What follows belongs to an exercise in optimizing a design on an open flow for small area; a production flow would make more cautious choices. Function was checked by simulation only, so behaviour that the tests miss may differ from the original. No activity file was given, so power comes from the tool's default toggle rates.

## mat_engine_top
module mat_engine_top (
    input  logic        clk,
    input  logic        rst_n,
    input  logic        cmd_valid,
    input  logic [1:0]  cmd_op,
    input  logic [3:0]  cmd_addr,
    input  logic [7:0]  cmd_data,
    input  logic [3:0]  rd_addr,
    output logic [19:0] rd_data,
    output logic        busy,
    output logic        done
);
Size in the first run: ~1300 cells after synthesis, ~560 flip-flops, about 0.019 mm^2 of cells after synthesis.
make LEC_CHECK=0 CAP_MARGIN=20 CORE_MARGIN=2 CORE_UTILIZATION=60 CTS_BUF_LIST=sky130_fd_sc_hd__clkbuf_8 CTS_CLUSTER_DIAMETER=60 CTS_CLUSTER_SIZE=18 PLACE_DENSITY=0.75 SLEW_MARGIN=20 finish   # period 10.0 ns
run.sh (not shown) runs the stock make flow with config.mk's settings and CLKGATE_MAP_FILE= SYNTH_SCRIPT=/design/flow/synth_recipe.tcl, a recipe that flattens the netlist after the stock synthesis.
Then changed:
==> flow/flow/run.sh (new file) <==
#!/bin/bash
# The standard layout (the standard.sh: standard synthesis, floorplan,
# placement, CTS, routing) with two changes, passed as ORFS variables:
#  - port buffers are sky130_fd_sc_hd__buf_1 (every input and output port
#    still gets its own buffer);
#  - clock tree synthesis runs without dummy loads, with the same buffer
#    and clustering settings as config.mk.
# standard.sh's own output goes to standard.log; each ORFS step's log is in
# orfs/logs/.
set -euo pipefail
export BUFFER_PORTS_ARGS="-buffer_cell sky130_fd_sc_hd__buf_1"
export CTS_ARGS="-sink_clustering_enable -repair_clock_nets -dont_use_dummy_load -buf_list sky130_fd_sc_hd__clkbuf_8 -sink_clustering_size 18 -sink_clustering_max_diameter 60"
bash standard.sh > standard.log 2>&1
==> flow/standard.sh (new file) <==
#!/bin/bash
# synth_recipe.tcl (not shown) runs the flow's synth.tcl, then flattens the netlist and writes it again
# the make line also repeats each setting of config.mk as NAME=value (left out here)
make -C /OpenROAD-flow-scripts/flow DESIGN_CONFIG=/design/flow/config.mk WORK_HOME=/design/flow/orfs CLKGATE_MAP_FILE= SYNTH_SCRIPT=/design/flow/synth_recipe.tcl "${@:-finish}"
removed: flow/run.sh
The changed run finished clean.
Via count shrinks by 0.49%.
Total power shrinks by 2.7%.
Maximum frequency grows by 0.96%.
Worst setup slack is better by 0.080 ns.
Flip-flop and latch count does not change.
Final area shrinks by 2.4%.
Synthesized cell count stays the same.
Sequential power hardly moves.
Worst hold slack is worse by 0.019 ns.
Final cell count shrinks by 1.6%.

* * *

== the previous run ==
mat_engine_top, a different RTL version from the one above (not shown whole).
Size in the first run: about 1,600 cells after synthesis, ~43 I/O pins, ~20,000 sq um of cells after synthesis.
Settings: LEC_CHECK=0, CAP_MARGIN=20, CORE_MARGIN=2, CORE_UTILIZATION=60, CTS_BUF_LIST=sky130_fd_sc_hd__clkbuf_8, CTS_CLUSTER_DIAMETER=60, CTS_CLUSTER_SIZE=18, PLACE_DENSITY=0.75, SLEW_MARGIN=20; clock period 10.0 ns.
standard.sh (not shown) runs the stock make flow with config.mk's settings and CLKGATE_MAP_FILE= SYNTH_SCRIPT=/design/flow/synth_recipe.tcl, a recipe that flattens the netlist after the stock synthesis.
==> flow/flow/run.sh <==
#!/bin/bash
# Standard layout, kept whole; copies of the scripts it was given for reference.
cp standard.sh config.mk out/ 2>/dev/null
bash standard.sh > standard.log 2>&1
The previous run did not stop at any stage, and its layout met the timing, DRC and antenna checks.
Changes in the current run relative to the previous run:
==> flow/run.sh (new file) <==
#!/bin/bash
# synth_recipe.tcl (not shown) runs the flow's synth.tcl, then flattens the netlist and writes it again
# the make line also repeats each setting of config.mk as NAME=value (left out here)
make -C /OpenROAD-flow-scripts/flow DESIGN_CONFIG=/design/flow/config.mk WORK_HOME=/design/flow/orfs CLKGATE_MAP_FILE= SYNTH_SCRIPT=/design/flow/synth_recipe.tcl finish
removed: flow/flow/run.sh
removed: flow/standard.sh
### Flow results
- The current run did not stop at any stage, and its layout met the timing, DRC and antenna checks.
- Diff the previous run..the current run | global-route usage over all layers | unchanged
- Changes observed in the current run relative to the previous run: total length of routed wires barely changed, multiplexer share of the synthesized area shows no meaningful change, deepest clock path buffer count held steady, cell count neither gained nor lost much.
- As far as share of cell area taken by flip-flops and latches goes, the previous run and the current run are indistinguishable; the numbers are identical.
- The current run against the previous run: critical path depth ~0 delta; die area ~0 delta.
- Comparing the current run against the previous run, there is no change at all in compound-gate portion of the synthesized area.
- Wire length of the first global-routing pass: the previous run vs the current run — no meaningful difference

## re-timing with driven ports
How much do the figures lean on ideal ports? The routed layouts below were timed once more, with nothing changed but the port constraints. Step 1, drivers: a clkbuf_16 drives clk and a buf_2 each remaining input, both assumed. Step 2, shift: input delay + t, output delay - t, t = (earliest + latest rising clock arrival at the registers) / 2. This alone moves slack from input paths to output paths. Three values: ideal ports, drivers, drivers and shift; two values: the first two.
run | t, ns | setup WS [ns] | latest minus earliest clock arrival (ns) | worst register clock-pin slew, ns | worst data-port slew with drivers (ns)
the first run of note 1 | 0.609 | 1.636 / 1.636 / 1.636 | 0.039 / 0.039 | 0.12 / 0.12 | 0.04
the second run of note 1 | 0.598 | 1.716 / 1.716 / 1.716 | 0.045 / 0.044 | 0.11 / 0.11 | 0.08
the previous run | 0.626 | 1.312 / 1.291 / 1.291 | 0.034 / 0.034 | 0.12 / 0.12 | 0.04
the current run | 0.626 | 1.312 / 1.291 / 1.291 | 0.034 / 0.034 | 0.12 / 0.12 | 0.04
After both steps setup and hold are still met in every run listed.
